From an optimization exercise on the open Yosys and OpenROAD flow, aimed at small area, a short achievable clock period and few clock cycles per item; shortcuts taken in it are not production practice. Only simulation tests tie the RTL to the original design; equivalence was not proved. Power is estimated from default activity; no workload was simulated.

==> design/flow/design.v <==
package clbd_pkg;
  localparam int NUM_CORES_DEF      = 8;
  localparam int THREAD_ID_BITS_DEF = 8;
  localparam int KIND_W     = 2;
  localparam int CORE_W     = 3;
  localparam int COUNT_W    = 64;
  localparam int TID_W      = 8;
  localparam int ACTIVE_W   = 4;
  localparam int INTERVAL_W = 32;
  localparam int PCT_W      = 7;
  localparam int QUO_W      = 7;
  localparam int NUM_W      = INTERVAL_W + QUO_W;
  localparam int CFG_IDX_W  = 3;
  localparam int CFG_DATA_W = 32;
  localparam int CMD_W      = KIND_W + CORE_W + COUNT_W + TID_W + 1;
  localparam int RES_W      = 1 + 1 + CORE_W + CORE_W + 1 + TID_W;
  localparam logic [PCT_W-1:0]      PCT_FULL     = 7'd100;
  localparam logic [PCT_W-1:0]      RST_HIGH_THR = 7'd75;
  localparam logic [PCT_W-1:0]      RST_LOW_THR  = 7'd25;
  localparam logic [ACTIVE_W-1:0]   RST_ACTIVE   = 4'd8;
  localparam logic [INTERVAL_W-1:0] RST_INTERVAL = 32'd100000;
  localparam logic [KIND_W-1:0] KIND_SAMPLE = 2'd0;
  localparam logic [KIND_W-1:0] KIND_EVAL   = 2'd1;
  localparam logic [KIND_W-1:0] KIND_OFFER  = 2'd2;
  localparam logic [KIND_W-1:0] KIND_END    = 2'd3;
  localparam logic [CFG_IDX_W-1:0] REG_ENABLE   = 3'd0;
  localparam logic [CFG_IDX_W-1:0] REG_ACTIVE   = 3'd1;
  localparam logic [CFG_IDX_W-1:0] REG_INTERVAL = 3'd2;
  localparam logic [CFG_IDX_W-1:0] REG_HIGH     = 3'd3;
  localparam logic [CFG_IDX_W-1:0] REG_LOW      = 3'd4;
  localparam logic REPORT_EVAL = 1'b0;
  localparam logic REPORT_END  = 1'b1;
  typedef struct packed {
    logic                  enable;
    logic [ACTIVE_W-1:0]   active_cores;
    logic [INTERVAL_W-1:0] interval;
    logic [PCT_W-1:0]      high_thr;
    logic [PCT_W-1:0]      low_thr;
  } cfg_t;
  typedef struct packed {
    logic [KIND_W-1:0]  kind;
    logic [CORE_W-1:0]  core;
    logic [COUNT_W-1:0] value;
    logic [TID_W-1:0]   tid;
    logic               excl;
  } cmd_t;
  typedef struct packed {
    logic              report_kind;
    logic              balance_needed;
    logic [CORE_W-1:0] busy_core;
    logic [CORE_W-1:0] idle_core;
    logic              migrate;
    logic [TID_W-1:0]  chosen_thread;
  } res_t;
  typedef struct packed {
    logic                  go;
    logic [NUM_W-1:0]      num;
    logic [INTERVAL_W-1:0] den;
  } div_req_t;
  typedef struct packed {
    logic             done;
    logic [QUO_W-1:0] quo;
  } div_rsp_t;
endpackage
import clbd_pkg::*;
module core_load_balance_decider #(
  parameter int NUM_CORES      = NUM_CORES_DEF,
  parameter int THREAD_ID_BITS = THREAD_ID_BITS_DEF
) (
  input  logic                  clk,
  input  logic                  rst_n,
  input  logic                  in_push,
  output logic                  in_full,
  input  logic [KIND_W-1:0]     in_kind,
  input  logic [CORE_W-1:0]     in_core_index,
  input  logic [COUNT_W-1:0]    in_idle_count,
  input  logic [TID_W-1:0]      in_thread_id,
  input  logic [COUNT_W-1:0]    in_run_count,
  input  logic                  in_excluded,
  output logic                  out_empty,
  input  logic                  out_pop,
  output logic                  out_report_kind,
  output logic                  out_balance_needed,
  output logic [CORE_W-1:0]     out_busy_core,
  output logic [CORE_W-1:0]     out_idle_core,
  output logic                  out_migrate,
  output logic [TID_W-1:0]      out_chosen_thread,
  input  logic                  cfg_wr_en,
  input  logic [CFG_IDX_W-1:0]  cfg_index,
  input  logic [CFG_DATA_W-1:0] cfg_wdata
);
  localparam int NC = 8;
  logic                  cfg_en_r;
  logic [ACTIVE_W-1:0]   cfg_act_r;
  logic [INTERVAL_W-1:0] cfg_iv_r;
  logic [PCT_W-1:0]      cfg_hi_r;
  logic [PCT_W-1:0]      cfg_lo_r;
  always_ff @(posedge clk) begin
    if (!rst_n) begin
      cfg_en_r  <= 1'b1;
      cfg_act_r <= RST_ACTIVE;
      cfg_iv_r  <= RST_INTERVAL;
      cfg_hi_r  <= RST_HIGH_THR;
      cfg_lo_r  <= RST_LOW_THR;
    end else if (cfg_wr_en) begin
      case (cfg_index)
        REG_ENABLE:   cfg_en_r  <= cfg_wdata[0];
        REG_ACTIVE:   cfg_act_r <= cfg_wdata[ACTIVE_W-1:0];
        REG_INTERVAL: cfg_iv_r  <= cfg_wdata[INTERVAL_W-1:0];
        REG_HIGH:     cfg_hi_r  <= cfg_wdata[PCT_W-1:0];
        REG_LOW:      cfg_lo_r  <= cfg_wdata[PCT_W-1:0];
        default: begin
        end
      endcase
    end
  end
  logic               ir_v;
  logic               ir_smp;     
  logic               ir_ev;      
  logic               ir_off;     
  logic               ir_end;     
  logic [CORE_W-1:0]  ir_c;
  logic [NC-1:0]      ir_oh;      
  logic [COUNT_W-1:0] ir_x;       
  logic [TID_W-1:0]   ir_t;
  always_ff @(posedge clk) begin
    if (!rst_n) begin
      ir_v <= 1'b0;
    end else if (!in_full) begin
      ir_v <= in_push && cfg_en_r;
    end
  end
  always_ff @(posedge clk) begin
    if (!in_full) begin
      ir_smp <= in_kind == KIND_SAMPLE;
      ir_ev  <= in_kind == KIND_EVAL;
      ir_off <= in_kind == KIND_OFFER && !in_excluded && in_run_count != '0;
      ir_end <= in_kind == KIND_END;
      ir_c   <= in_core_index;
      for (int i = 0; i < NC; i++) begin
        ir_oh[i] <= in_core_index == 3'(i);
      end
      ir_x   <= (in_kind == KIND_SAMPLE) ? in_idle_count : in_run_count;
      ir_t   <= in_thread_id;
    end
  end
  logic [COUNT_W-1:0] last_r [NC];
  logic [NC-1:0]      lv_r;           
  logic [PCT_W-1:0]   u_r [NC];       
  logic               win_r;          
  logic [CORE_W-1:0]  bsel_r;
  logic [CORE_W-1:0]  isel_r;
  logic               need_r;
  logic               evp_r;          
  logic               endp_r;         
  logic               evrp_r;         
  logic               ov_r;           
  logic [RES_W-1:0]   od_r;
  logic               s_v [2];
  logic [CORE_W-1:0]  s_c [2];
  logic [TID_W-1:0]   s_t [2];
  logic [COUNT_W-1:0] s_r [2];
  logic is_smp, is_ev, is_off, is_end;
  logic m0, m1;
  logic full_r;
  assign in_full = full_r;
  assign m0      = s_v[0] && s_c[0] == ir_c;
  assign m1      = s_v[1] && s_c[1] == ir_c;
  assign is_smp  = ir_v && ir_smp;
  assign is_ev   = ir_v && ir_ev && !full_r;
  assign is_off  = ir_v && ir_off && !full_r && !endp_r &&
                   (evp_r || (win_r && ir_c == bsel_r));
  assign is_end  = ir_v && ir_end;
  logic [COUNT_W-1:0] old_v;
  logic [31:0]        xm1_hi;
  logic [31:0]        d_lo;
  logic               brw;
  logic               ne0, ne1;
  always_comb begin
    old_v = '0;
    for (int i = 0; i < NC; i++) begin
      old_v = old_v | ({COUNT_W{ir_oh[i] && lv_r[i]}} & last_r[i]);
    end
  end
  assign xm1_hi = ir_x[63:32] - 32'd1;
  assign {brw, d_lo} = {1'b0, ir_x[31:0]} - {1'b0, old_v[31:0]};
  assign ne0 = ir_x[63:32] != old_v[63:32];
  assign ne1 = xm1_hi != old_v[63:32];
  always_ff @(posedge clk) begin
    if (!rst_n) begin
      lv_r <= '0;
    end else if (is_smp) begin
      lv_r <= lv_r | ir_oh;
    end
  end
  always_ff @(posedge clk) begin
    for (int i = 0; i < NC; i++) begin
      if (is_smp && ir_oh[i]) begin
        last_r[i] <= ir_x;
      end
    end
  end
  logic          p1_v, p1_e, p1_brw, p1_ne0, p1_ne1, p1_big;
  logic [2:0]    p1_c;
  logic [31:0]   p1_d;
  always_ff @(posedge clk) begin
    if (!rst_n) begin
      p1_v <= 1'b0;
    end else begin
      p1_v <= is_smp || is_ev;
    end
  end
  always_ff @(posedge clk) begin
    p1_e   <= ir_ev;
    p1_c   <= ir_c;
    p1_brw <= brw;
    p1_ne0 <= ne0;
    p1_ne1 <= ne1;
    p1_d   <= d_lo;
  end
  logic          m_v, m_e, m_g;
  logic [2:0]    m_c;
  logic [38:0]   m_n;
  always_ff @(posedge clk) begin
    if (!rst_n) begin
      m_v <= 1'b0;
    end else begin
      m_v <= p1_v;
    end
  end
  assign p1_big = p1_brw ? p1_ne1 : p1_ne0;
  always_ff @(posedge clk) begin
    m_e <= p1_e;
    m_c <= p1_c;
    m_g <= p1_big || (p1_d >= cfg_iv_r);
    m_n <= 39'(p1_d) * 39'd100;
  end
  logic [39:0] t6;
  logic        q6;
  assign t6 = {1'b0, m_n} - {2'b0, cfg_iv_r, 6'd0};
  assign q6 = !t6[39];
  logic          st_v [2:7];
  logic          st_e [2:8];
  logic [2:0]    st_c [2:8];
  logic          st_g [2:8];
  logic [37:0]   st_r [2:8];
  logic [6:0]    st_q [2:8];
  always_ff @(posedge clk) begin
    if (!rst_n) begin
      for (int k = 2; k <= 7; k++) begin
        st_v[k] <= 1'b0;
      end
    end else begin
      st_v[2] <= m_v;
      for (int k = 3; k <= 7; k++) begin
        st_v[k] <= st_v[k-1];
      end
    end
  end
  always_ff @(posedge clk) begin
    st_e[2] <= m_e;
    st_c[2] <= m_c;
    st_g[2] <= m_g;
    st_r[2] <= q6 ? t6[37:0] : m_n[37:0];
    st_q[2] <= {6'd0, q6};
  end
  genvar k;
  generate
    for (k = 3; k <= 8; k++) begin : g_step
      localparam int J = 8 - k;
      logic [32:0] hi;
      logic [33:0] t;
      logic        qb;
      logic [31:0] nh;
      assign hi = st_r[k-1][J+32:J];
      assign t  = {1'b0, hi} - {2'b0, cfg_iv_r};
      assign qb = !t[33];
      assign nh = qb ? t[31:0] : hi[31:0];
      if (k < 8) begin : g_reg
        always_ff @(posedge clk) begin
          st_e[k] <= st_e[k-1];
          st_c[k] <= st_c[k-1];
          st_g[k] <= st_g[k-1];
          st_r[k] <= 38'({nh, st_r[k-1][J-1:0]});
          st_q[k] <= {st_q[k-1][5:0], qb};
        end
      end else begin : g_last
        assign st_e[k] = st_e[k-1];
        assign st_c[k] = st_c[k-1];
        assign st_g[k] = st_g[k-1];
        assign st_r[k] = '0;
        assign st_q[k] = {st_q[k-1][5:0], qb};
      end
    end
  endgenerate
  logic          w_v, w_e;
  logic [2:0]    w_c;
  logic [PCT_W-1:0] w_u;
  always_ff @(posedge clk) begin
    if (!rst_n) begin
      w_v <= 1'b0;
    end else begin
      w_v <= st_v[7];
    end
  end
  always_ff @(posedge clk) begin
    w_e <= st_e[7];
    w_c <= st_c[8];
    w_u <= st_g[8] ? PCT_FULL : st_q[8];
  end
  logic f_smp, f_ev;
  assign f_smp = w_v && !w_e && cfg_iv_r != '0;
  assign f_ev  = w_v && w_e;
  logic [NC-1:0] lt_r [NC];
  logic [NC-1:0] ufull_r, uzero_r;    
  logic [NC-1:0] w_lt, w_gt;         
  always_comb begin
    for (int j = 0; j < NC; j++) begin
      w_lt[j] = w_u < u_r[j];
      w_gt[j] = u_r[j] < w_u;
    end
  end
  always_ff @(posedge clk) begin
    if (!rst_n) begin
      for (int i = 0; i < NC; i++) begin
        u_r[i]  <= PCT_FULL;
        lt_r[i] <= '0;
      end
      ufull_r <= '1;
      uzero_r <= '0;
    end else if (f_smp) begin
      u_r[w_c] <= w_u;
      ufull_r[w_c] <= w_u == PCT_FULL;
      uzero_r[w_c] <= w_u == 7'd0;
      for (int i = 0; i < NC; i++) begin
        for (int j = 0; j < NC; j++) begin
          if (i != j && w_c == 3'(i)) begin
            lt_r[i][j] <= w_lt[j];
          end else if (i != j && w_c == 3'(j)) begin
            lt_r[i][j] <= w_gt[i];
          end
        end
      end
    end
  end
  logic [NC-1:0]  act;
  logic [NC-1:0]  wb, wi;            
  logic [PCT_W-1:0] ub, ui;          
  logic           b_ok, i_ok, need;
  logic [2:0]     bsel, isel;
  logic [NC-1:0]  act_r;
  logic [PCT_W:0] thr_b_r, thr_i_r;
  always_ff @(posedge clk) begin
    for (int i = 0; i < NC; i++) begin
      act_r[i] <= 4'(i) < cfg_act_r;
    end
    thr_b_r <= {1'b0, PCT_FULL} - {1'b0, cfg_hi_r};    
    thr_i_r <= {1'b0, PCT_FULL} - {1'b0, cfg_lo_r};    
  end
  assign act = act_r;
  always_comb begin
    for (int i = 0; i < NC; i++) begin
      wb[i]  = act[i];
      wi[i]  = act[i];
      for (int j = 0; j < NC; j++) begin
        if (j < i) begin
          wb[i] = wb[i] && lt_r[i][j];
          wi[i] = wi[i] && lt_r[j][i];
        end else if (j > i) begin
          wb[i] = wb[i] && (!act[j] || !lt_r[j][i]);
          wi[i] = wi[i] && (!act[j] || !lt_r[i][j]);
        end
      end
    end
  end
  always_comb begin
    b_ok = 1'b0;
    i_ok = 1'b0;
    bsel = '0;
    isel = '0;
    ub   = '0;
    ui   = '0;
    for (int i = 0; i < NC; i++) begin
      b_ok = b_ok || (act[i] && !ufull_r[i]);
      i_ok = i_ok || (act[i] && !uzero_r[i]);
      bsel = bsel | ({3{wb[i]}} & 3'(i));
      isel = isel | ({3{wi[i]}} & 3'(i));
      ub   = ub | ({PCT_W{wb[i]}} & u_r[i]);
      ui   = ui | ({PCT_W{wi[i]}} & u_r[i]);
    end
    if (!b_ok) bsel = '0;
    if (!i_ok) isel = '0;
    need = b_ok && i_ok && (bsel != isel) &&
           !thr_b_r[PCT_W] && ({1'b0, ub} <= thr_b_r) &&
           (thr_i_r[PCT_W] || ({1'b0, ui} >= thr_i_r));
  end
  logic out_can, push_ev, push_evr, end_ex, push_end;
  assign out_can  = !ov_r || out_pop;
  assign push_ev  = f_ev && out_can;
  assign push_evr = evrp_r && out_can;
  assign end_ex   = endp_r && !evp_r && !evrp_r && out_can;
  assign push_end = end_ex && win_r;
  logic evp_d, endp_d, evrp_d, win_d, ov_d;
  always_comb begin
    evp_d  = evp_r;
    endp_d = endp_r;
    evrp_d = evrp_r;
    win_d  = win_r;
    ov_d   = ov_r;
    if (is_ev) begin
      evp_d = 1'b1;
    end
    if (f_ev) begin
      win_d = need;
    end
    if (f_ev) begin
      evp_d = 1'b0;
    end
    if (f_ev && !out_can) begin
      evrp_d = 1'b1;
    end
    if (push_evr) begin
      evrp_d = 1'b0;
    end
    if (is_end && (evp_r || win_r)) begin
      endp_d = 1'b1;
    end
    if (end_ex) begin
      endp_d = 1'b0;
      win_d  = 1'b0;
    end
    if (out_pop) begin
      ov_d = 1'b0;
    end
    if (push_ev || push_evr || push_end) begin
      ov_d = 1'b1;
    end
  end
  always_ff @(posedge clk) begin
    if (!rst_n) begin
      win_r  <= 1'b0;
      evp_r  <= 1'b0;
      endp_r <= 1'b0;
      evrp_r <= 1'b0;
      ov_r   <= 1'b0;
    end else begin
      evp_r  <= evp_d;
      endp_r <= endp_d;
      evrp_r <= evrp_d;
      win_r  <= win_d;
      ov_r   <= ov_d;
    end
  end
  always_ff @(posedge clk) begin
    if (f_ev) begin
      bsel_r <= bsel;
      isel_r <= isel;
      need_r <= need;
    end
    if (push_ev) begin
      od_r <= {REPORT_EVAL, need, bsel, isel, 1'b0, 8'd0};
    end else if (push_evr) begin
      od_r <= {REPORT_EVAL, need_r, bsel_r, isel_r, 1'b0, 8'd0};
    end else if (push_end) begin
      od_r <= {REPORT_END, 1'b1, bsel_r, isel_r, s_v[0] || s_v[1],
               s_v[0] ? s_t[0] : (s_v[1] ? s_t[1] : 8'd0)};
    end
  end
  logic upd [2];
  logic fill [2];
  assign upd[0]  = is_off && m0 && (ir_x > s_r[0]);
  assign upd[1]  = is_off && m1 && (ir_x > s_r[1]);
  assign fill[0] = is_off && !m0 && !m1 && !s_v[0];
  assign fill[1] = is_off && !m0 && !m1 && s_v[0] && !s_v[1];
  logic              s_v_d [2];
  logic              s_v_nf [2];      
  logic [CORE_W-1:0] s_c_d [2];
  always_comb begin
    for (int j = 0; j < 2; j++) begin
      s_c_d[j]  = fill[j] ? ir_c : s_c[j];
      s_v_nf[j] = !(end_ex || is_ev) && (s_v[j] || fill[j]);
      if (f_ev) begin
        s_v_d[j] = s_v_nf[j] && need && s_c_d[j] == bsel;
      end else begin
        s_v_d[j] = s_v_nf[j];
      end
    end
  end
  always_ff @(posedge clk) begin
    if (!rst_n) begin
      s_v[0] <= 1'b0;
      s_v[1] <= 1'b0;
    end else begin
      s_v[0] <= s_v_d[0];
      s_v[1] <= s_v_d[1];
    end
  end
  always_ff @(posedge clk) begin
    for (int j = 0; j < 2; j++) begin
      s_c[j] <= s_c_d[j];
      if (fill[j] || upd[j]) begin
        s_t[j] <= ir_t;
        s_r[j] <= ir_x;
      end
    end
  end
  logic          nx_v, nx_ev, nx_off;
  logic [CORE_W-1:0] nx_c;
  assign nx_v   = full_r ? ir_v   : (in_push && cfg_en_r);
  assign nx_ev  = full_r ? ir_ev  : (in_kind == KIND_EVAL);
  assign nx_off = full_r ? ir_off : (in_kind == KIND_OFFER && !in_excluded && in_run_count != '0);
  assign nx_c   = full_r ? ir_c   : in_core_index;
  always_ff @(posedge clk) begin
    if (!rst_n) begin
      full_r <= 1'b0;
    end else begin
      full_r <= nx_v && ((nx_ev && (evp_d || evrp_d || (endp_d && ov_d))) ||
                         (nx_off && evp_d && s_v_nf[0] && s_v_nf[1] &&
                          s_c_d[0] != nx_c && s_c_d[1] != nx_c));
    end
  end
  assign out_empty = !ov_r;
  assign {out_report_kind, out_balance_needed, out_busy_core, out_idle_core,
          out_migrate, out_chosen_thread} = od_r;
endmodule
==> design/flow/run.sh <==
#!/bin/bash
# synth_recipe.tcl (not shown) runs the flow's synth.tcl, then flattens the netlist and writes it again
# the make line also repeats each setting of config.mk as NAME=value (left out here)
make -C /OpenROAD-flow-scripts/flow DESIGN_CONFIG=/design/flow/config.mk WORK_HOME=/design/flow/orfs CLKGATE_MAP_FILE= SYNTH_SCRIPT=/design/flow/synth_recipe.tcl finish
==> design/flow/config.mk <==
export PLATFORM = sky130hd
export DESIGN_NAME = core_load_balance_decider
export DESIGN_NICKNAME = core_load_balance_decider
export VERILOG_FILES = /design/flow/design.v
export SDC_FILE = /design/flow/constraint.sdc
export NUM_CORES = 4
export LEC_CHECK = 0
export ABC_AREA = 1
export CAP_MARGIN = 5
export CORE_MARGIN = 2
export CORE_UTILIZATION = 50
export PLACE_DENSITY = 0.65
export SETUP_SLACK_MARGIN = 2.5
export SLEW_MARGIN = 5
==> design/flow/constraint.sdc <==
create_clock -name core_clock -period 6.0 [get_ports {clk}]
set_input_delay 1.2000 -clock core_clock [delete_from_list [all_inputs] [get_ports {clk}]]
set_output_delay 1.2000 -clock core_clock [all_outputs]
set_load 0.01 [all_outputs]
==> flow_metrics.tcl, run 1 <==
set metrics [dict create \
    status "finished clean" \
    final_nets 9287 \
    start_kind "register" \
    place_hpwl_um 160000 \
    min_period_over_period_pct 58.2 \
    power_leakage_nw 35.3 \
    clk_path_buf_depth 3 \
    worstPathRequired_ns 6.66 \
    io_buffers 200 \
    fin_setup_tns_ns 0 \
    hold_depth 0 \
    cts.reportedPaths.clkPinSlew_ns 0.06 \
    synth-simple-area-share_pct 18.4 \
    finalHoldViolations 0 \
    synth_async_sr_flop_share_pct 0 \
    slew_violations 0 \
    drtAntennaViolNets 0 \
    core_area_mm2 0.143 \
    worst-slew-pin-transition_ns 1.14 \
    synth.area.mux_share_pct 0.0295 \
    rr_endpoint "st_r[5][22]$_DFF_P_" \
    power.density_mw_per_mm2 425 \
    grt-ovfl-total 0 \
    seq_area_mm2 0.0351 \
    cp.arrival_ns 4.15 \
    die-area_mm2 0.147 \
    end_kind "register" \
    synth_warnings 23 \
    ff2ff_setup_slack_ns 2.51 \
    regToRegStartpoint "cfg_iv_r[19]$_SDFFE_PN0P_" \
    crit_chain "inv_1 -> buf_4 -> ha_1 -> nand2_1 -> inv_1 -> a21oi_1 -> nor2_1 -> nor2_1 -> nor2_1 -> a211oi_2 -> nand3_4 -> buf_6 -> a21oi_1" \
    gp_congestion 0.964 \
    synth_compound_area_share_pct 12.4 \
    ys_seq_area_share_pct 48.7 \
    max-slew-margin-rel_pct 23.9 \
    drc 0 \
    cp_num_buf_inv 4 \
    area_growth_syn_to_layout_pct 15.6 \
    crit_path_frequent_cell "nor2_1" \
    place_area_mm2 0.0763 \
    wl_per_cell_um 21.1 \
    syn-cell-area_mm2 0.0720 \
    track_usage_pct 29.4 \
    synth_top_family_by_area "simple AND/OR/NAND/NOR gates" \
    drive_gt1_share_pct 7.35 \
    root_buffer "clkbuf_16" \
    synthXorXnorAreaFrac_pct 2.65 \
    rsz0062_at_grt "true" \
    cpLargestDelayFamily "buffers and inverters" \
    syn_inst 8106 \
    die_y_um 383 \
    hp-class "register to register" \
    ios 201 \
    synth_fp_nets 8916 \
    clock-sinks 1347 \
    critPathMaxStageDelay_ns 0.40 \
    synth_flop_cell "edfxtp_1" \
    ir_drop_mv 0.286 \
    synth.largest_area_cell "edfxtp_1" \
    clock_latency_ns 0.80 \
    num_vias 59000 \
    path_class "register to register" \
    grt_pass1_vias 56400 \
    vias_per_cell 5.62 \
    synth_fa_ha_area_share_pct 11.3 \
    maxCapViolCount 0 \
    die_w_um 383 \
    cts_made_buffers 148 \
    synthDistinctLibCells 70 \
    wirelength_um 221000 \
    min_to "st_c[2][2]$_DFF_P_" \
    clock_skew_ns 0.0401 \
    fin_cells 10500 \
    multi_input_area_mm2 0.0330 \
    worstRegToRegCells 13 \
    cts_hold_buffers 0 \
    drtPass1Iterations 8 \
    placed_cells 10100 \
    start_util_pct 50.2 \
    synth_top_area_share_pct 33.7 \
    fin_crit_ns 3.49 \
    antenna_found_initial 1 \
    synth_edf_count 808 \
    hold_path.startpoint "m_c[2]$_DFF_P_" \
    path_max_fanout 41 \
    synthTopCellsByArea "edfxtp_1 (34%), dfxtp_1 (15%), ha_1 (10%)" \
    avgSynthCellArea_um2 8.88 \
    max_freq_mhz 286 \
    grt_start_max_net_pins 128 \
    drt_iter0_markers 5057 \
    cts_tree "done" \
    design_area_mm2 0.0832 \
    fillers 12800 \
    placementRows 139 \
    slowest_stage "a211oi_2" \
    ys_ff_latch 1347 \
    h-tree-depth 4 \
    finalSetupViolations 0 \
    grt_pass1_wl_um 332000 \
]
[per-stage QoR]
step / setup slack, ns / total power, W / hold WS, ns / utilization [%]
floorplan: 2.70 / 0.0218 / 0.310 / -
global placement: 1.53 / 0.0253 / 0.311 / 53.2
detailed placement: 1.51 / 0.0255 / 0.312 / 53.2
CTS: 2.43 / 0.0350 / 0.324 / 57.4
global route: 2.42 / 0.0377 / 0.327 / 58.1
finish: 2.51 / 0.0354 / 0.317 / 58.1
[layout make-up]
type | count | area share (%)
sequential | 1347 | 42.2
multi-input combinational | 5538 | 39.6
inverter | 1076 | 5.01
clock buffer | 189 | 4.85
timing repair buffer | 366 | 4.23
tap | 1903 | 2.86
clock inverter | 83 | 1.22
antenna | 2 | 0.00602
[Yosys cell counts, types with 13 or more instances]
| cell type | n |
|---|---|
| a211oi_1 | 34 |
| a21o_1 | 46 |
| a21oi_1 | 606 |
| a221oi_1 | 83 |
| a31oi_1 | 114 |
| buf_1 | 13 |
| buf_2 | 55 |
| buf_4 | 13 |
| clkbuf_1 | 65 |
| dfxtp_1 | 539 |
| edfxtp_1 | 808 |
| fa_1 | 34 |
| ha_1 | 594 |
| inv_1 | 1063 |
| nand2_1 | 1655 |
| nand3_1 | 398 |
| nand4_1 | 142 |
| nor2_1 | 765 |
| nor3_1 | 111 |
| nor4_1 | 23 |
| o211ai_1 | 43 |
| o21a_1 | 30 |
| o21ai_0 | 417 |
| o21bai_1 | 42 |
| o22ai_1 | 19 |
| xnor2_1 | 111 |
| xor2_1 | 107 |
[placed cells by master (no fill, tap or decap), drive strengths merged, types with 37 or more instances in the layout]
master	netlist	layout
inv	1069	1056
o21bai	43	43
edfxtp	808	808
nand2	1667	1669
clkdlybuf4s50	0	199
o21ai	425	425
dfxtp	539	539
a21o	46	46
nor2	776	776
buf	85	164
a221oi	83	83
o211ai	43	43
nand3	403	406
clkbuf	65	192
xnor2	111	111
nand4	143	143
nor3	113	113
a21oi	606	606
a31oi	114	114
xor2	107	107
a211oi	37	37
ha	594	594
clkinv	7	69
[power by group]
part	internal [W]	switching (W)
Combinational	0.00529	0.00881
Sequential	0.0111	0.000869
Clock	0.00543	0.00390
Total	0.0218	0.0136
[what timing repair did]
| item | in CTS | in global routing |
|---|---|---|
| cloned | 2 | 6 |
| pin swaps | 10 | 28 |
| setup buffers | 46 | 42 |
| resized for setup | 109 | 132 |
| setup endpoints to repair | 378 | 294 |
[cell families after synthesis]
logic type                 after synthesis
DFF                                   1347
adders and majority gates              628
muxes                                    2
buffers and inverters                 1226
AOI/OAI and AO/OA                     1520
xor gates and xnor gates               218
and+or+nand+nor                       3165
[how the worst max path moves through the flow]
stage                               from             endpoint  slack (ns)  cells past startpoint
5_1_grt        cfg_iv_r[19]$_SDFFE_PN0P_  st_r[5][30]$_DFF_P_        2.42                     13
3_3_place_gp          ir_oh[4]$_DFFE_PN_     p1_d[20]$_DFF_P_        1.53                     15
4_1_cts        cfg_iv_r[17]$_SDFFE_PN0P_  st_r[5][30]$_DFF_P_        2.43                     11
6_report       cfg_iv_r[19]$_SDFFE_PN0P_  st_r[5][22]$_DFF_P_        2.51                     13
2_1_floorplan         ir_oh[1]$_DFFE_PN_     p1_d[20]$_DFF_P_        2.70                     20
3_5_place_dp          ir_oh[4]$_DFFE_PN_     p1_d[20]$_DFF_P_        1.51                     15
[sequential cells by signal, summed over array words and instances, names as in the netlist, 16 cells and up]
register and cells:
st_c 18, p1_d 32, od_r 17, st_q 21, ir_x 64, last_r 512
st_r 202, lt_r 56, u_r 56, m_n 37, s_r 128, cfg_iv_r 32
s_t 16
[metal layers]
layer / GRT usage [%] / up-vias / wire [um] / share of wire [%]
li1: - / 28500 / - / -
met1: 39.1 / 28000 / 94300 / 43
met2: 49.3 / 2091 / 104000 / 47
met3: 3.90 / 416 / 14700 / 6.6
met4: 10.4 / 0 / 8110 / 3.7
met5: 0 / - / 0 / 0
Testbench counts, summed over its fixed seeds: cycles 4,640, items 4,345.
==> run 2: changes to the inputs <==
--- a/design/flow/design.v
+++ b/design/flow/design.v
@@ -233,7 +233,7 @@
     m_e <= p1_e;
     m_c <= p1_c;
     m_g <= p1_big || (p1_d >= cfg_iv_r);
-    m_n <= 39'(p1_d) * 39'd100;
+    m_n <= {1'b0, p1_d, 6'd0} + {2'b0, p1_d, 5'd0} + {5'b0, p1_d, 2'd0};
   end
   logic [39:0] t6;
   logic        q6;
--- a/design/flow/config.mk
+++ b/design/flow/config.mk
@@ -6,9 +6,9 @@
 export NUM_CORES = 4
 export LEC_CHECK = 0
 export ABC_AREA = 1
-export CAP_MARGIN = 5
+export CAP_MARGIN = 20
 export CORE_MARGIN = 2
 export CORE_UTILIZATION = 50
 export PLACE_DENSITY = 0.65
-export SETUP_SLACK_MARGIN = 2.5
-export SLEW_MARGIN = 5
+export SETUP_SLACK_MARGIN = 2.7
+export SLEW_MARGIN = 20
==> run 2 against run 1 <==
Die area fell by 1.5%. Utilization rose by 0.88 points. Area after synthesis fell by 1.5%. Wire length rose by 1.9%. Combinational power fell by 9%. Power fell by 2.1%. Highest routed layer is now met5.
==> flow_metrics.tcl, run 2 <==
set metrics [dict create \
    path_max_fanout 9 \
    num_vias 59200 \
    crit_cells 17 \
    ios 201 \
    place_hpwl_um 160000 \
    power.density_mw_per_mm2 416 \
    gp_congestion 1.02 \
    largest_register_ffs 512 \
    fin_crit_ns 3.30 \
    crit_path_frequent_cell "nand2_1" \
    slowest_stage "edfxtp_1" \
    synthXorXnorAreaFrac_pct 2.73 \
    synth.largest_area_cell "edfxtp_1" \
    crit_chain "nand2_4 -> clkinv_8 -> buf_6 -> nand2_1 -> nand3_1 -> a2111oi_1 -> ha_1 -> a21oi_2 -> o21ai_0 -> a21oi_1 -> o21ai_2 -> a21oi_2 -> o21bai_4 -> nand3_2 -> nand2_1 -> nand2_1 -> nand2_1" \
    finalSetupViolations 0 \
    synth-simple-area-share_pct 18.9 \
    path_class "register to register" \
    cts_tree "done" \
    rsz0062_at_grt "true" \
    regToRegStartpoint "ir_oh[0]$_DFFE_PN_" \
    finalHoldViolations 0 \
    fillers 12500 \
    track_usage_pct 30.4 \
    ys_seq_area_share_pct 49.4 \
    drtAntennaViolNets 0 \
    cts.reportedPaths.clkPinSlew_ns 0.07 \
    layout_commonest_cell "nand2_1" \
    start_kind "register" \
    power_leakage_nw 35.0 \
    cp.arrival_ns 3.99 \
    drtPass1Iterations 6 \
    clk_path_buf_depth 3 \
    die_y_um 381 \
    end_kind "register" \
    max_freq_mhz 303 \
    syn_inst 7982 \
    avgSynthCellArea_um2 8.88 \
    syn-cell-area_mm2 0.0709 \
    clock_latency_ns 0.82 \
    hp-class "register to register" \
    setup_ws_ns 2.70 \
    synth.most_common_cell "nand2_1" \
    synth_async_sr_flop_share_pct 0 \
    clock-sinks 1347 \
    vias_per_cell 5.66 \
    critPathLaunch "ir_oh[0]$_DFFE_PN_" \
    synth_edf_count 808 \
    synth_fa_ha_area_share_pct 10.3 \
    final_nets 9199 \
    io_buffers 200 \
    wirelength_um 226000 \
    grt_pass1_wl_um 339000 \
    synth_top_family_by_area "simple AND/OR/NAND/NOR gates" \
    largest_register "last_r" \
    start_util_pct 50.2 \
    die-area_mm2 0.145 \
    ys_ff_latch 1347 \
    synth.area.mux_share_pct 0 \
    drt_iter0_markers 5231 \
    synthTopCellsByArea "edfxtp_1 (34%), dfxtp_1 (15%), ha_1 (9.3%)" \
    cts_made_buffers 149 \
    status "finished clean" \
    clock_skew_ns 0.0583 \
    die_w_um 381 \
    root_buffer "clkbuf_16" \
    worstRegToRegCells 17 \
    cts_hold_buffers 0 \
    h-tree-depth 4 \
    synth_fp_nets 8729 \
    cp_num_buf_inv 2 \
    top_regs "last_r (512), st_r (202), s_r (128)" \
    mostFrequentLayoutCells "nand2_1 (1664), inv_1 (906), edfxtp_1 (808)" \
    drc 0 \
    synth_warnings 23 \
    core_area_mm2 0.141 \
    worst-slew-pin-transition_ns 1.19 \
    slew_violations 0 \
    min_period_over_period_pct 55.1 \
    grt_start_max_net_pins 130 \
    synthDistinctLibCells 73 \
    antenna_found_initial 3 \
    ir_drop_mv 0.280 \
    fin_setup_tns_ns 0 \
    maxCapViolCount 0 \
    synth_top_area_share_pct 34.2 \
    cpLargestDelayFamily "compound AO/OA/AOI/OAI gates" \
    grt_pass1_vias 57200 \
    placementRows 138 \
    wl_per_cell_um 21.6 \
    synth_flop_cell "edfxtp_1" \
    synthTopCellsByCount "nand2_1 (1678), inv_1 (938), nor2_1 (811), edfxtp_1 (808), a21oi_1 (601)" \
    area_growth_syn_to_layout_pct 17.4 \
    place_ws_ns 1.95 \
    grt-ovfl-total 0 \
    rr_endpoint "p1_d[30]$_DFF_P_" \
    worstPathRequired_ns 6.69 \
    synth_compound_area_share_pct 12.4 \
    ff2ff_setup_slack_ns 2.70 \
    max-slew-margin-rel_pct 20.2 \
    critPathCapture "p1_d[30]$_DFF_P_" \
    drive_gt1_share_pct 9.00 \
    critPathMaxStageDelay_ns 0.43 \
]
==> run 2: layout make-up <==
cell class | instances | area, um^2 | area share, %
repair inverters | 2 | 17.5 | 0.0210
inverters | 964 | 3760 | 4.52
multi-input cells | 5524 | 32300 | 38.8
well taps | 1890 | 2360 | 2.84
clock buffers | 184 | 4090 | 4.91
clock inverters | 84 | 1250 | 1.50
flip-flops and latches | 1347 | 35100 | 42.1
repair buffers | 464 | 4360 | 5.24
diodes | 1 | 2.50 | 0.00301
==> run 2: worst min-delay path by stage <==
stage,slack [ns],depth (start not counted),end,from
floorplan,0.31,0,m_c[0]$_DFF_P_,p1_c[0]$_DFF_P_
global placement,0.31,0,st_r[5][2]$_DFF_P_,st_r[4][2]$_DFF_P_
detailed placement,0.31,0,st_c[6][1]$_DFF_P_,st_c[5][1]$_DFF_P_
CTS,0.31,0,st_g[7]$_DFF_P_,st_g[6]$_DFF_P_
global route,0.31,0,st_q[5][3]$_DFF_P_,st_q[4][2]$_DFF_P_
finish,0.31,0,st_g[7]$_DFF_P_,st_g[6]$_DFF_P_
==> run 2: kinds of logic after synthesis <==
group           count (synthesis)
flops                        1347
xor+xnor                      220
buf+inv                      1117
simple gates                 3218
compound gates               1515
fa+ha+maj                     565
==> run 2: what timing repair did <==
action                                  in CTS  in global routing
buffers inserted                           105                 77
endpoints found under the setup margin     429                327
pin swaps                                   10                 52
cloned                                       5                  5
resized for setup                           93                165
==> run 2: report_power, final <==
| part | internal (W) | leakage [nW] | switching, W |
|---|---|---|---|
| Combinational | 0.00475 | 20.5 | 0.00818 |
| Clock | 0.00582 | 2.57 | 0.00397 |
| Sequential | 0.0110 | 11.9 | 0.000876 |
| Total | 0.0216 | 35.0 | 0.0130 |
==> run 2: metrics by stage <==
stage	hold WS, ns	std cells	instance area (um^2)	total power [W]	utilization [%]
after floorplan	0.310	7982	70900	0.0209	-
after global placement	0.310	9996	75200	0.0244	53.3
after detailed placement	0.312	9999	75300	0.0245	53.3
after CTS	0.314	10400	81900	0.0345	58.0
after global routing	0.312	10500	83200	0.0367	58.9
final	0.313	10500	83200	0.0346	58.9
==> run 2: metal layers <==
layer	wire length (um)	GRT usage [%]	vias up
met1	92500	39.2	28000
met5	13	0	-
li1	-	-	28400
met4	10500	13.3	2
met3	16400	4.74	520
met2	106000	50.7	2336
Testbench counts of run 2, summed over its fixed seeds: cycles 4,640, items 4,345.
==> run 3: changes to the inputs <==
--- a/design/flow/config.mk
+++ b/design/flow/config.mk
@@ -9,6 +9,8 @@
 export CAP_MARGIN = 20
 export CORE_MARGIN = 2
 export CORE_UTILIZATION = 50
+export CTS_CLUSTER_DIAMETER = 100
+export CTS_CLUSTER_SIZE = 30
 export PLACE_DENSITY = 0.65
 export SETUP_SLACK_MARGIN = 2.7
 export SLEW_MARGIN = 20
==> run 3 against run 2 <==
Register-to-register slack better by 0.05 ns. Utilization shrank 2.2 points. Clock-buffer cell count decreased by 101. Maximum frequency rose by 1.4%. Hold slack better by 0.013 ns. Critical path depth did not move. Non-clock buffer count increased by 26. Global-route usage down 0.77 points. Die area stayed put. Critical path type unchanged. Critical endpoint is now p1_d[29]$_DFF_P_. Largest cell class unchanged. Largest power group unchanged.
==> flow_metrics.tcl, run 3 <==
set metrics [dict create \
    max-slew-margin-rel_pct 25.5 \
    drive_gt1_share_pct 7.83 \
    placementRows 138 \
    cts_made_buffers 56 \
    cp.arrival_ns 3.94 \
    die-area_mm2 0.145 \
    clock_latency_ns 0.74 \
    syn_inst 7982 \
    final_nets 9132 \
    worstRegToRegCells 17 \
    slew_violations 0 \
    wirelength_um 222000 \
    largest_register "last_r" \
    area_growth_syn_to_layout_pct 13.0 \
    ios 201 \
    place_area_mm2 0.0753 \
    status "finished clean" \
    drt_iter0_markers 5204 \
    synthDistinctLibCells 73 \
    end_kind "register" \
    grt_pass1_vias 56000 \
    avgSynthCellArea_um2 8.88 \
    ff2ff_setup_slack_ns 2.74 \
    diodes 0 \
    clk_path_buf_depth 3 \
    power_leakage_nw 33.4 \
    synth.most_common_cell "nand2_1" \
    finalHoldViolations 0 \
    die_y_um 381 \
    path_class "register to register" \
    grt_start_max_net_pins 130 \
    clock_skew_ns 0.0570 \
    h-tree-depth 2 \
    finalSetupViolations 0 \
    hold_path.startpoint "st_c[2][0]$_DFF_P_" \
    slowest_stage "edfxtp_1" \
    top_regs "last_r (512), st_r (202), s_r (128)" \
    hp-class "register to register" \
    cts.reportedPaths.clkPinSlew_ns 0.12 \
    fin_setup_tns_ns 0 \
    drtAntennaViolNets 0 \
    fin_util_pct 56.7 \
    critPathLaunch "ir_oh[0]$_DFFE_PN_" \
    root_buffer "clkbuf_16" \
    layout_commonest_cell "nand2_1" \
    num_vias 58700 \
    wl_per_cell_um 21.5 \
    synth_flop_cell "edfxtp_1" \
    multi_input_area_mm2 0.0325 \
    drtPass1Iterations 6 \
    place_hpwl_um 160000 \
    mostFrequentLayoutCells "nand2_1 (1652), inv_1 (906), edfxtp_1 (808)" \
    cts_hold_buffers 0 \
    io_buffers 200 \
    antenna_found_initial 2 \
    start_kind "register" \
    fillers 12800 \
    min_to "st_c[3][0]$_DFF_P_" \
    ir_drop_mv 0.281 \
    ys_ff_latch 1347 \
    cpLargestDelayFamily "compound AO/OA/AOI/OAI gates" \
    start_util_pct 50.2 \
    synth_async_sr_flop_share_pct 0 \
    clock-sinks 1347 \
    largest_register_ffs 512 \
    synth_top_area_share_pct 34.2 \
    cts_tree "done" \
    cp_num_buf_inv 2 \
    synth_edf_count 808 \
    grt_pass1_wl_um 333000 \
    design_area_mm2 0.0801 \
    synth_warnings 23 \
    vias_per_cell 5.69 \
    seq_area_mm2 0.0351 \
    max_freq_mhz 307 \
    path_max_fanout 6 \
    fin_hold_ws_ns 0.326 \
    min_period_over_period_pct 54.3 \
    worst-slew-pin-transition_ns 1.11 \
    critPathMaxStageDelay_ns 0.45 \
    maxCapViolCount 0 \
    fin_crit_ns 3.26 \
    synthTopCellsByArea "edfxtp_1 (34%), dfxtp_1 (15%), ha_1 (9.3%)" \
    core_area_mm2 0.141 \
    regToRegStartpoint "ir_oh[0]$_DFFE_PN_" \
    power.density_mw_per_mm2 372 \
    crit_chain "nand2_4 -> buf_8 -> nor2_1 -> a221oi_1 -> nand4_1 -> a221oi_2 -> ha_2 -> a21oi_2 -> inv_1 -> a21oi_2 -> o21ai_1 -> nand2_1 -> nand3_1 -> nand2_1 -> o211ai_1 -> a21oi_1 -> xor2_1" \
    die_w_um 381 \
    grt-ovfl-total 0 \
    rr_endpoint "p1_d[29]$_DFF_P_" \
    worstPathRequired_ns 6.69 \
    synthTopCellsByCount "nand2_1 (1678), inv_1 (938), nor2_1 (811), edfxtp_1 (808), a21oi_1 (601)" \
    synth_fp_nets 8729 \
    track_usage_pct 29.6 \
    ys_seq_area_share_pct 49.4 \
    synth.largest_area_cell "edfxtp_1" \
    hold_depth 0 \
    drc 0 \
    syn-cell-area_mm2 0.0709 \
    gp_congestion 1.02 \
    rsz0062_at_grt "true" \
]
[run 3: final cells by class]
type / instances / area share (%)
multi-input cells: 5523 / 40.6
clock buffers: 83 / 1.89
repair buffers: 490 / 5.76
well taps: 1890 / 2.95
clock inverters: 16 / 0.314
repair inverters: 3 / 0.0328
flip-flops and latches: 1347 / 43.8
inverters: 964 / 4.71
[run 3: repair_timing]
item	CTS	global route
setup endpoints to repair	436	321
setup buffers	98	110
resized for setup	90	219
gates cloned	4	6
pin swaps	9	66
[run 3: cell families after synthesis]
family                     synth area share (%)
and+or+nand+nor                            18.9
AOI/OAI and AO/OA                          12.4
xor gates and xnor gates                   2.73
buffers and inverters                      6.13
DFF                                        49.4
adders and majority gates                  10.3
[run 3: worst max path at each step]
| stage | to | slack [ns] | cells past startpoint |
|---|---|---|---|
| floorplan | p1_d[31]$_DFF_P_ | 2.71 | 23 |
| global placement | s_r[0][54]$_DFFE_PP_ | 1.49 | 9 |
| detailed placement | p1_d[30]$_DFF_P_ | 1.95 | 16 |
| CTS | p1_d[30]$_DFF_P_ | 2.69 | 17 |
| global route | p1_d[30]$_DFF_P_ | 2.57 | 19 |
| finish | p1_d[29]$_DFF_P_ | 2.74 | 17 |
[run 3: metrics by stage]
stage	worst slack [ns]	power [W]	cells
2_1_floorplan	2.71	0.0209	7982
3_3_place_gp	1.49	0.0244	9996
3_5_place_dp	1.95	0.0245	9999
4_1_cts	2.69	0.0295	10200
5_1_grt	2.57	0.0317	10300
6_report	2.74	0.0298	10300
[run 3: report_power, final]
group          internal [W]  switching (W)
sequential           0.0110       0.000878
clock               0.00185        0.00302
combinational       0.00480        0.00819
total                0.0177         0.0121
[run 3: per-layer routing]
layer,global-route usage [%],wire length [um],vias to the layer above
met5,0,13,-
met4,11.3,9720,2
met3,3.51,14800,448
met2,50.1,105000,2185
met1,39.0,92300,27900
li1,-,-,28100
==> run 4: changes to the inputs <==
--- a/design/flow/config.mk
+++ b/design/flow/config.mk
@@ -9,8 +9,8 @@
 export CAP_MARGIN = 20
 export CORE_MARGIN = 2
 export CORE_UTILIZATION = 50
-export CTS_CLUSTER_DIAMETER = 100
-export CTS_CLUSTER_SIZE = 30
+export CTS_CLUSTER_DIAMETER = 80
+export CTS_CLUSTER_SIZE = 22
 export PLACE_DENSITY = 0.65
 export SETUP_SLACK_MARGIN = 2.7
 export SLEW_MARGIN = 20
==> run 4 against run 3 <==
Still clean. Flip-flop and latch count did not move. Hold slack improved by 0.0011 ns. Highest routed layer is now met4. Critical path type unchanged. Die area did not move. Power rose by 4.0%.
==> flow_metrics.tcl, run 4 <==
set metrics [dict create \
    status "finished clean" \
    clock_skew_ns 0.0387 \
    finalSetupViolations 0 \
    worst-slew-pin-transition_ns 1.06 \
    synthTopCellsByCount "nand2_1 (1678), inv_1 (938), nor2_1 (811), edfxtp_1 (808), a21oi_1 (601)" \
    synth_warnings 23 \
    p_total_w 0.0310 \
    fin_setup_tns_ns 0 \
    grt-ovfl-total 0 \
    largest_register "last_r" \
    h-tree-depth 3 \
    wl_per_cell_um 21.6 \
    synth_top_family_by_area "simple AND/OR/NAND/NOR gates" \
    cts_hold_buffers 0 \
    drt_iter0_markers 5498 \
    end_kind "register" \
    synth_fp_nets 8729 \
    io_buffers 200 \
    place_hpwl_um 160000 \
    power_leakage_nw 33.8 \
    ys_ff_latch 1347 \
    fin_util_pct 57.3 \
    rsz0062_at_grt "true" \
    synth_compound_area_share_pct 12.4 \
    max_freq_mhz 310 \
    start_util_pct 50.2 \
    cp.arrival_ns 3.85 \
    synth_fa_ha_area_share_pct 10.3 \
    syn_inst 7982 \
    layout_commonest_cell "nand2_1" \
    drtPass1Iterations 8 \
    maxCapViolCount 0 \
    ff2ff_setup_slack_ns 2.78 \
    synthXorXnorAreaFrac_pct 2.73 \
    worstPathRequired_ns 6.63 \
    vias_per_cell 5.68 \
    largest_register_ffs 512 \
    ir_drop_mv 0.317 \
    drtAntennaViolNets 0 \
    mostFrequentLayoutCells "nand2_1 (1655), inv_1 (908), edfxtp_1 (808)" \
    synth-simple-area-share_pct 18.9 \
    synthTopCellsByArea "edfxtp_1 (34%), dfxtp_1 (15%), ha_1 (9.3%)" \
    grt_pass1_wl_um 335000 \
    grt_pass1_vias 56500 \
    wirelength_um 223000 \
    cts_made_buffers 84 \
    synth_edf_count 808 \
    die-area_mm2 0.145 \
    clk_path_buf_depth 3 \
    final_nets 9150 \
    clock-sinks 1347 \
    antenna_found_initial 1 \
    track_usage_pct 29.9 \
    ys_seq_area_share_pct 49.4 \
    placementRows 138 \
    synthDistinctLibCells 73 \
    gp_congestion 1.02 \
    synth_async_sr_flop_share_pct 0 \
    synth_flop_cell "edfxtp_1" \
    finalHoldViolations 0 \
    die_w_um 381 \
    num_vias 58800 \
    top_regs "last_r (512), st_r (202), s_r (128)" \
    hp-class "register to register" \
    synth.most_common_cell "nand2_1" \
    fin_crit_ns 3.22 \
    core_area_mm2 0.141 \
    cts_tree "done" \
    area_growth_syn_to_layout_pct 14.0 \
    root_buffer "clkbuf_16" \
    die_y_um 381 \
    synth_top_area_share_pct 34.2 \
    min_period_over_period_pct 53.7 \
    path_class "register to register" \
    slew_violations 0 \
    synth.area.mux_share_pct 0 \
    ios 201 \
    syn-cell-area_mm2 0.0709 \
    power.density_mw_per_mm2 383 \
    drive_gt1_share_pct 8.16 \
    path_max_fanout 6 \
    synth.largest_area_cell "edfxtp_1" \
    clock_latency_ns 0.73 \
    max-slew-margin-rel_pct 29.1 \
    start_kind "register" \
    avgSynthCellArea_um2 8.88 \
    cts.reportedPaths.clkPinSlew_ns 0.09 \
    drc 0 \
    grt_start_max_net_pins 130 \
]
run 4: worst max-delay path, stage by stage (launching register included):
cell,delay (ns)
edfxtp_1,0.44
nand2_4,0.23
buf_12,0.15
inv_6,0.04
nand2_1,0.05
nand3_1,0.12
a2111oi_1,0.38
ha_1,0.40
a21oi_2,0.27
o21ai_1,0.09
a21oi_1,0.23
o21ai_2,0.10
a21oi_2,0.25
o21bai_4,0.12
buf_6,0.13
xor2_1,0.13
run 4: through the flow:
step | setup WS (ns) | cell area [um^2] | hold WS [ns] | std cells
6_report | 2.78 | 80900 | 0.328 | 10300
5_1_grt | 2.59 | 80900 | 0.336 | 10300
4_1_cts | 2.68 | 79200 | 0.330 | 10200
3_5_place_dp | 1.95 | 75300 | 0.312 | 9999
3_3_place_gp | 1.49 | 75200 | 0.310 | 9996
2_1_floorplan | 2.71 | 70900 | 0.310 | 7982
run 4: worst paths after layout:
path                         to  cells after the start               start
max            p1_d[22]$_DFF_P_                     15  ir_oh[0]$_DFFE_PN_
min          st_r[2][3]$_DFF_P_                      0      m_n[3]$_DFF_P_
max reg2reg    p1_d[22]$_DFF_P_                     15  ir_oh[0]$_DFFE_PN_
min reg2reg  st_r[2][3]$_DFF_P_                      0      m_n[3]$_DFF_P_
run 4: cell type report:
class                      instances  area, um^2
fill                           12700       60400
sequential                      1347       35100
multi-input combinational       5523       32400
timing repair buffer             480        4540
inverter                         964        3770
tap                             1890        2360
clock buffer                     100        2180
clock inverter                    38         473
timing repair inverter             3        26.3
antenna                            1        2.50
run 4: timing repair:
item | in CTS | in global routing
cloned | 4 | 7
pin swaps | 8 | 60
setup buffers | 100 | 97
setup endpoints to repair | 429 | 302
resized for setup | 90 | 209
run 4: kinds of logic after synthesis:
kind of cell,after synthesis
AND/OR/NAND/NOR,3218
XOR/XNOR,220
adder cells (fa/ha/maj),565
flip-flops,1347
AO/OA/AOI/OAI,1515
buffers and inverters,1117
run 4: report_power, final:
group          leakage [nW]  switching (W)  total [W]  internal [W]
registers              11.9       0.000873     0.0119        0.0110
clock network          1.29        0.00339    0.00613       0.00274
logic                  20.6        0.00817     0.0129       0.00477
run 4: routing by layer:
| metal | up-vias | wire length, um | GRT usage, % |
|---|---|---|---|
| met2 | 2227 | 105000 | 50.5 |
| met5 | - | 0 | 0 |
| met1 | 27900 | 91700 | 38.9 |
| li1 | 28200 | - | - |
| met4 | 0 | 10700 | 12.1 |
| met3 | 496 | 15600 | 4.04 |
==> run 5: changes to the inputs <==
--- a/design/flow/config.mk
+++ b/design/flow/config.mk
@@ -12,5 +12,5 @@
 export CTS_CLUSTER_DIAMETER = 80
 export CTS_CLUSTER_SIZE = 22
 export PLACE_DENSITY = 0.65
-export SETUP_SLACK_MARGIN = 2.7
+export SETUP_SLACK_MARGIN = 2.85
 export SLEW_MARGIN = 20
==> run 5 against run 4 <==
Still clean on timing, DRC and antenna. Hold slack worse by 0.0090 ns. Clock skew about the same. Critical path depth up 5. Synthesized cell count unchanged. Sequential share of layout area down 0.18 points. Clock power down 1%. First-iteration DRC count down 3.3%. Worst setup slack better by 0.027 ns. Power up 0.12%. Largest cell class unchanged.
==> flow_metrics.tcl, run 5 <==
set metrics [dict create \
    status "finished clean" \
    internal-power_w 0.0186 \
    layout_commonest_cell "nand2_1" \
    ff2ff_setup_slack_ns 2.80 \
    largest_register "last_r" \
    synth_async_sr_flop_share_pct 0 \
    cts_tree "done" \
    maxCapViolCount 0 \
    num_vias 59200 \
    cts_hold_buffers 0 \
    slew_violations 0 \
    start_util_pct 50.2 \
    die_y_um 381 \
    ios 201 \
    cts.reportedPaths.clkPinSlew_ns 0.09 \
    synth_top_area_share_pct 34.2 \
    clock-sinks 1347 \
    max-slew-margin-rel_pct 33.1 \
    p_switching_w 0.0124 \
    finalSetupViolations 0 \
    synthTopCellsByCount "nand2_1 (1678), inv_1 (938), nor2_1 (811), edfxtp_1 (808), a21oi_1 (601)" \
    drt_iter0_markers 5318 \
    regToRegStartpoint "ir_oh[0]$_DFFE_PN_" \
    track_usage_pct 30.3 \
    top_regs "last_r (512), st_r (202), s_r (128)" \
    wirelength_um 226000 \
    mostFrequentLayoutCells "nand2_1 (1652), inv_1 (895), edfxtp_1 (808)" \
    gp_congestion 1.02 \
    min_to "st_r[2][4]$_DFF_P_" \
    drtPass1Iterations 6 \
    io_buffers 200 \
    wl_per_cell_um 21.8 \
    grt_start_max_net_pins 130 \
    placementRows 138 \
    path_class "register to register" \
    worst-slew-pin-transition_ns 1.00 \
    place_hpwl_um 159000 \
    synthTopCellsByArea "edfxtp_1 (34%), dfxtp_1 (15%), ha_1 (9.3%)" \
    avgSynthCellArea_um2 8.88 \
    place_ws_ns 1.82 \
    drtAntennaViolNets 0 \
    hold_depth 0 \
    ys_seq_area_share_pct 49.4 \
    final_nets 9155 \
    die-area_mm2 0.145 \
    p_total_w 0.0310 \
    synth_fp_nets 8729 \
    start_kind "register" \
    drc 0 \
    cp.arrival_ns 3.80 \
    finalHoldViolations 0 \
    cts_made_buffers 82 \
    worstPathRequired_ns 6.61 \
    clk_path_buf_depth 3 \
    syn-cell-area_mm2 0.0709 \
    p_comb_share_pct 42.1 \
    synth_edf_count 808 \
    rsz0062_at_grt "true" \
    clock_skew_ns 0.0387 \
    die_w_um 381 \
    synth_warnings 23 \
    root_buffer "clkbuf_16" \
    synthDistinctLibCells 73 \
    min_period_over_period_pct 53.3 \
    ys_ff_latch 1347 \
    ir_drop_mv 0.290 \
    hold_path.startpoint "m_n[4]$_DFF_P_" \
    power.density_mw_per_mm2 382 \
    drive_gt1_share_pct 8.78 \
    largest_register_ffs 512 \
    core_area_mm2 0.141 \
    vias_per_cell 5.72 \
    setup_ws_ns 2.80 \
    p_sw_share_pct 40.1 \
    end_kind "register" \
    worstRegToRegCells 20 \
    antenna_found_initial 2 \
    fin_crit_ns 3.20 \
    pwr-share-seq_pct 38.4 \
    max_freq_mhz 313 \
    rr_endpoint "p1_d[19]$_DFF_P_" \
    h-tree-depth 3 \
    power_leakage_nw 33.9 \
    fin_hold_ws_ns 0.319 \
    area_growth_syn_to_layout_pct 14.5 \
    path_max_fanout 5 \
    grt_pass1_vias 56400 \
    hp-class "register to register" \
    fin_setup_tns_ns 0 \
    clockPowerShare_pct 19.5 \
    clock_latency_ns 0.71 \
    synth_flop_cell "edfxtp_1" \
    grt_pass1_wl_um 337000 \
    synth.most_common_cell "nand2_1" \
    grt-ovfl-total 0 \
    fin_util_pct 57.5 \
    synth.largest_area_cell "edfxtp_1" \
    syn_inst 7982 \
]
## run 5: cell counts after synthesis
No cell type changed its count.
## run 5: how the worst max path moves through the flow
stage	startpoint	end	slack (ns)	depth (start not counted)
6_report	ir_oh[0]$_DFFE_PN_	p1_d[19]$_DFF_P_	2.80	20
5_1_grt	ir_oh[0]$_DFFE_PN_	p1_d[19]$_DFF_P_	2.62	20
4_1_cts	ir_oh[0]$_DFFE_PN_	p1_d[31]$_DFF_P_	2.79	14
3_5_place_dp	ir_x[41]$_DFFE_PN_	s_t[0][1]$_DFFE_PP_	1.82	11
3_3_place_gp	ir_x[60]$_DFFE_PN_	s_t[0][3]$_DFFE_PP_	1.13	10
2_1_floorplan	ir_oh[0]$_DFFE_PN_	p1_d[28]$_DFF_P_	2.80	23
## run 5: kinds of logic after synthesis
group | after synthesis | synth area share [%]
fa+ha+maj | 565 | 10.3
compound gates | 1515 | 12.4
xor+xnor | 220 | 2.73
buf+inv | 1117 | 6.13
simple gates | 3218 | 18.9
flops | 1347 | 49.4
## run 5: worst max-delay path, cell delays in order, from the launching register on
cell,delay (ns)
edfxtp_1,0.45
nand2_4,0.21
buf_12,0.17
nor2_2,0.05
a221oi_2,0.20
nand4_1,0.14
a221oi_2,0.23
ha_1,0.33
a21oi_2,0.18
nand2_2,0.07
nand2_1,0.06
nand2_1,0.05
nand2_1,0.06
nand2_2,0.09
nand2_2,0.09
nand3_4,0.10
a21boi_2,0.20
o21ai_2,0.11
nand2_1,0.10
a21o_1,0.13
nand2_2,0.06
## run 5: final cells by class
class                      instances  area (um^2)
fill                           12800        60000
tap                             1890         2360
timing repair buffer             483         4550
multi-input combinational       5530        32800
inverter                         964         3800
antenna                            2         5.00
sequential                      1347        35100
clock buffer                     101         2160
clock inverter                    33          405
## run 5: per-stage QoR
stage / std cells / cell area (um^2)
final: 10400 / 81200
after global routing: 10300 / 81200
after CTS: 10300 / 79800
after detailed placement: 9993 / 75200
after global placement: 9991 / 75200
after floorplan: 7982 / 71000
## run 5: timing repair
| item | CTS | global route |
|---|---|---|
| buffers inserted | 143 | 66 |
| pin swaps | 37 | 62 |
| setup endpoints to repair | 459 | 342 |
| gates resized for setup | 164 | 205 |
| cloned | 8 | 4 |
## run 5: routing by layer
layer | track usage (%) | wire length, um | vias up
li1 | - | - | 28200
met1 | 39.4 | 93100 | 28200
met2 | 50.7 | 106000 | 2291
met3 | 3.82 | 15200 | 519
met4 | 13.3 | 12000 | 0
met5 | 0 | 0 | -
## run 5: power groups by stage
stage	Combinational [W]	Clock, W	Sequential, W
2_1_floorplan	0.00915	0	0.0117
5_1_grt	0.0145	0.00646	0.0120
4_1_cts	0.0127	0.00614	0.0119
3_3_place_gp	0.0121	0	0.0122
6_report	0.0131	0.00604	0.0119
3_5_place_dp	0.0123	0	0.0122
==> run 6: changes to the inputs <==
--- a/design/flow/config.mk
+++ b/design/flow/config.mk
@@ -12,5 +12,5 @@
 export CTS_CLUSTER_DIAMETER = 80
 export CTS_CLUSTER_SIZE = 22
 export PLACE_DENSITY = 0.65
-export SETUP_SLACK_MARGIN = 2.85
+export SETUP_SLACK_MARGIN = 2.6
 export SLEW_MARGIN = 20
==> run 6 against run 5 <==
Still clean on timing, DRC and antenna. Wire length down 2.5%. Non-clock buffer count down 58. Maximum frequency down 3.4%. Hold slack better by 0.011 ns. Via count down 0.95%. Worst setup slack worse by 0.11 ns. Critical path type unchanged. Highest routed layer is now met5.
==> flow_metrics.tcl, run 6 <==
set metrics [dict create \
    critPathLaunch "ir_x[63]$_DFFE_PN_" \
    synth-simple-area-share_pct 18.9 \
    finalHoldViolations 0 \
    gp_congestion 1.02 \
    end_kind "register" \
    ys_seq_area_share_pct 49.4 \
    final_nets 9093 \
    ff2ff_setup_slack_ns 2.69 \
    syn-cell-area_mm2 0.0709 \
    syn_inst 7982 \
    clock-sinks 1347 \
    core_area_mm2 0.141 \
    power.density_mw_per_mm2 386 \
    ios 201 \
    die-area_mm2 0.145 \
    cts_hold_buffers 0 \
    power_leakage_nw 33.5 \
    cp_num_buf_inv 3 \
    synth_edf_count 808 \
    cp.arrival_ns 3.71 \
    avgSynthCellArea_um2 8.88 \
    drtPass1Iterations 6 \
    synth.largest_area_cell "edfxtp_1" \
    h-tree-depth 3 \
    synth_flop_cell "edfxtp_1" \
    root_buffer "clkbuf_16" \
    place_hpwl_um 158000 \
    cpLargestDelayFamily "simple AND/OR/NAND/NOR gates" \
    hold_path.startpoint "st_e[2]$_DFF_P_" \
    grt_start_max_net_pins 130 \
    ys_ff_latch 1347 \
    setup_ws_ns 2.69 \
    crit_chain "ha_1 -> nand2_1 -> inv_1 -> nand3_1 -> nor3_1 -> nand2_1 -> inv_1 -> nand3_1 -> nor2_1 -> nor3_4 -> nand2_8 -> buf_12 -> nand2_8" \
    grt_pass1_wl_um 332000 \
    vias_per_cell 5.70 \
    clock_skew_ns 0.0498 \
    maxCapViolCount 0 \
    cts.reportedPaths.clkPinSlew_ns 0.09 \
    synth_warnings 23 \
    wirelength_um 220000 \
    largest_register "last_r" \
    place_ws_ns 1.62 \
    path_max_fanout 29 \
    synthTopCellsByCount "nand2_1 (1678), inv_1 (938), nor2_1 (811), edfxtp_1 (808), a21oi_1 (601)" \
    antenna_found_initial 3 \
    drt_iter0_markers 5645 \
    grt-ovfl-total 0 \
    area_growth_syn_to_layout_pct 12.8 \
    largest_register_ffs 512 \
    synth_fa_ha_area_share_pct 10.3 \
    synth_top_area_share_pct 34.2 \
    path_class "register to register" \
    placementRows 138 \
    drc 0 \
    synth.area.mux_share_pct 0 \
    io_buffers 200 \
    finalSetupViolations 0 \
    cts_made_buffers 84 \
    hp-class "register to register" \
    synth_fp_nets 8729 \
    fin_cells 10300 \
    synth_top_family_by_area "simple AND/OR/NAND/NOR gates" \
    grt_pass1_vias 56200 \
    max_freq_mhz 302 \
    mostFrequentLayoutCells "nand2_1 (1664), inv_1 (906), nor2_1 (808), edfxtp_1 (808), a21oi_1 (590)" \
    synthDistinctLibCells 73 \
    synth_compound_area_share_pct 12.4 \
    die_w_um 381 \
    cts_tree "done" \
    max-slew-margin-rel_pct 29.4 \
    min_period_over_period_pct 55.2 \
    ir_drop_mv 0.359 \
    start_util_pct 50.2 \
    fin_crit_ns 3.31 \
    wl_per_cell_um 21.4 \
    regToRegStartpoint "ir_x[63]$_DFFE_PN_" \
    top_regs "last_r (512), st_r (202), s_r (128)" \
    die_y_um 381 \
    rsz0062_at_grt "true" \
    status "finished clean" \
    layout_commonest_cell "nand2_1" \
    synth.most_common_cell "nand2_1" \
    fin_setup_tns_ns 0 \
    track_usage_pct 29.7 \
    clock_latency_ns 0.73 \
    worstPathRequired_ns 6.40 \
    slew_violations 0 \
    num_vias 58700 \
    synthTopCellsByArea "edfxtp_1 (34%), dfxtp_1 (15%), ha_1 (9.3%)" \
    drive_gt1_share_pct 6.75 \
    placed_cells 9986 \
    synth_async_sr_flop_share_pct 0 \
    worst-slew-pin-transition_ns 1.06 \
    slowest_stage "nor3_4" \
    synthXorXnorAreaFrac_pct 2.73 \
    clk_path_buf_depth 3 \
    critPathMaxStageDelay_ns 0.54 \
    start_kind "register" \
    drtAntennaViolNets 0 \
]
run 6: path summary, 6_finish.rpt:
kind / end / cells past startpoint
max: s_r[1][32]$_DFFE_PP_ / 13
min: st_e[3]$_DFF_P_ / 0
max reg2reg: s_r[1][32]$_DFFE_PP_ / 13
min reg2reg: st_e[3]$_DFF_P_ / 0
run 6: routing by layer:
| metal | GRT usage [%] | part of all wire [%] | up-vias |
|---|---|---|---|
| met5 | 0 | 0.0073 | - |
| met4 | 11.1 | 4.1 | 2 |
| met3 | 3.79 | 7.0 | 436 |
| met2 | 50.3 | 47 | 2291 |
| met1 | 39.0 | 42 | 27800 |
| li1 | - | - | 28100 |
run 6: power breakdown:
part | internal (W) | switching [W]
Clock | 0.00279 | 0.00341
Combinational | 0.00468 | 0.00811
Sequential | 0.0110 | 0.000858
Total | 0.0185 | 0.0124
run 6: logic make-up (layout without fill, tap and decap cells):
group | after synthesis | in the layout
AND/OR/NAND/NOR | 3218 | 3224
AO/OA/AOI/OAI | 1515 | 1515
flip-flops | 1347 | 1347
buffers and inverters | 1117 | 1530
adder cells (fa/ha/maj) | 565 | 565
XOR/XNOR | 220 | 220
other | 0 | 3
run 6: worst register-to-register path: cells and delay by family, from the launching register on:
kind | cells | cell delay (ns)
fa+ha+maj | 1 | 0.36
buf+inv | 3 | 0.33
simple gates | 9 | 1.80
flops | 1 | 0.49
run 6: layout make-up:
type	count	area [um^2]
sequential	1347	35100
inverter	964	3770
multi-input combinational	5524	32200
clock buffer	103	2220
timing repair buffer	425	3940
tap	1890	2360
clock inverter	38	464
antenna	3	7.51
fill	12800	61200
run 6: repair_timing:
item                                    CTS  global route
endpoints found under the setup margin  373           335
cloned                                    5             1
pin swaps                                12            24
setup buffers                            82            76
gates resized for setup                  90            96
run 6: per-stage QoR:
step | cell area [um^2] | total power [W] | hold WS, ns | utilization [%]
4_1_cts | 78900 | 0.0307 | 0.328 | 55.9
5_1_grt | 80000 | 0.0329 | 0.327 | 56.6
2_1_floorplan | 70900 | 0.0209 | 0.310 | -
6_report | 80000 | 0.0309 | 0.329 | 56.6
3_5_place_dp | 75100 | 0.0244 | 0.312 | 53.2
3_3_place_gp | 75100 | 0.0243 | 0.310 | 53.2

static timing again, ports no longer ideal:
The flow's constraints put no driver on any port. The routed layouts listed below were extracted and timed again, unchanged, in two steps. Step 1, drivers: a clkbuf_16 drives clk and a buf_2 each remaining input, both assumed. Step 2 also shifts input and output timing later by t, the mid clock arrival at the registers, as if the neighbouring blocks saw the same clock. Three values: no drivers, after step 1, after step 2; two values: the first two.
run | t (ns) | setup WS [ns] | clock arrival spread, ns | worst slew at a driven data input, ns
run 1 | 0.857 | 2.508 / 2.508 / 2.165 | 0.041 / 0.041 | 0.17
run 2 | 0.870 | 2.697 / 2.697 / 2.221 | 0.065 / 0.066 | 0.07
run 3 | 0.789 | 2.742 / 2.742 / 2.220 | 0.060 / 0.060 | 0.07
run 4 | 0.792 | 2.775 / 2.775 / 2.455 | 0.049 / 0.049 | 0.07
run 5 | 0.773 | 2.803 / 2.803 / 2.405 | 0.053 / 0.052 | 0.10
run 6 | 0.780 | 2.690 / 2.642 / 2.409 | 0.054 / 0.055 | 0.09
After both steps setup and hold are still met in every run listed. The setup slack of run 3, which loses most, moves by 0.000 ns with the drivers and by -0.522 ns with both steps.
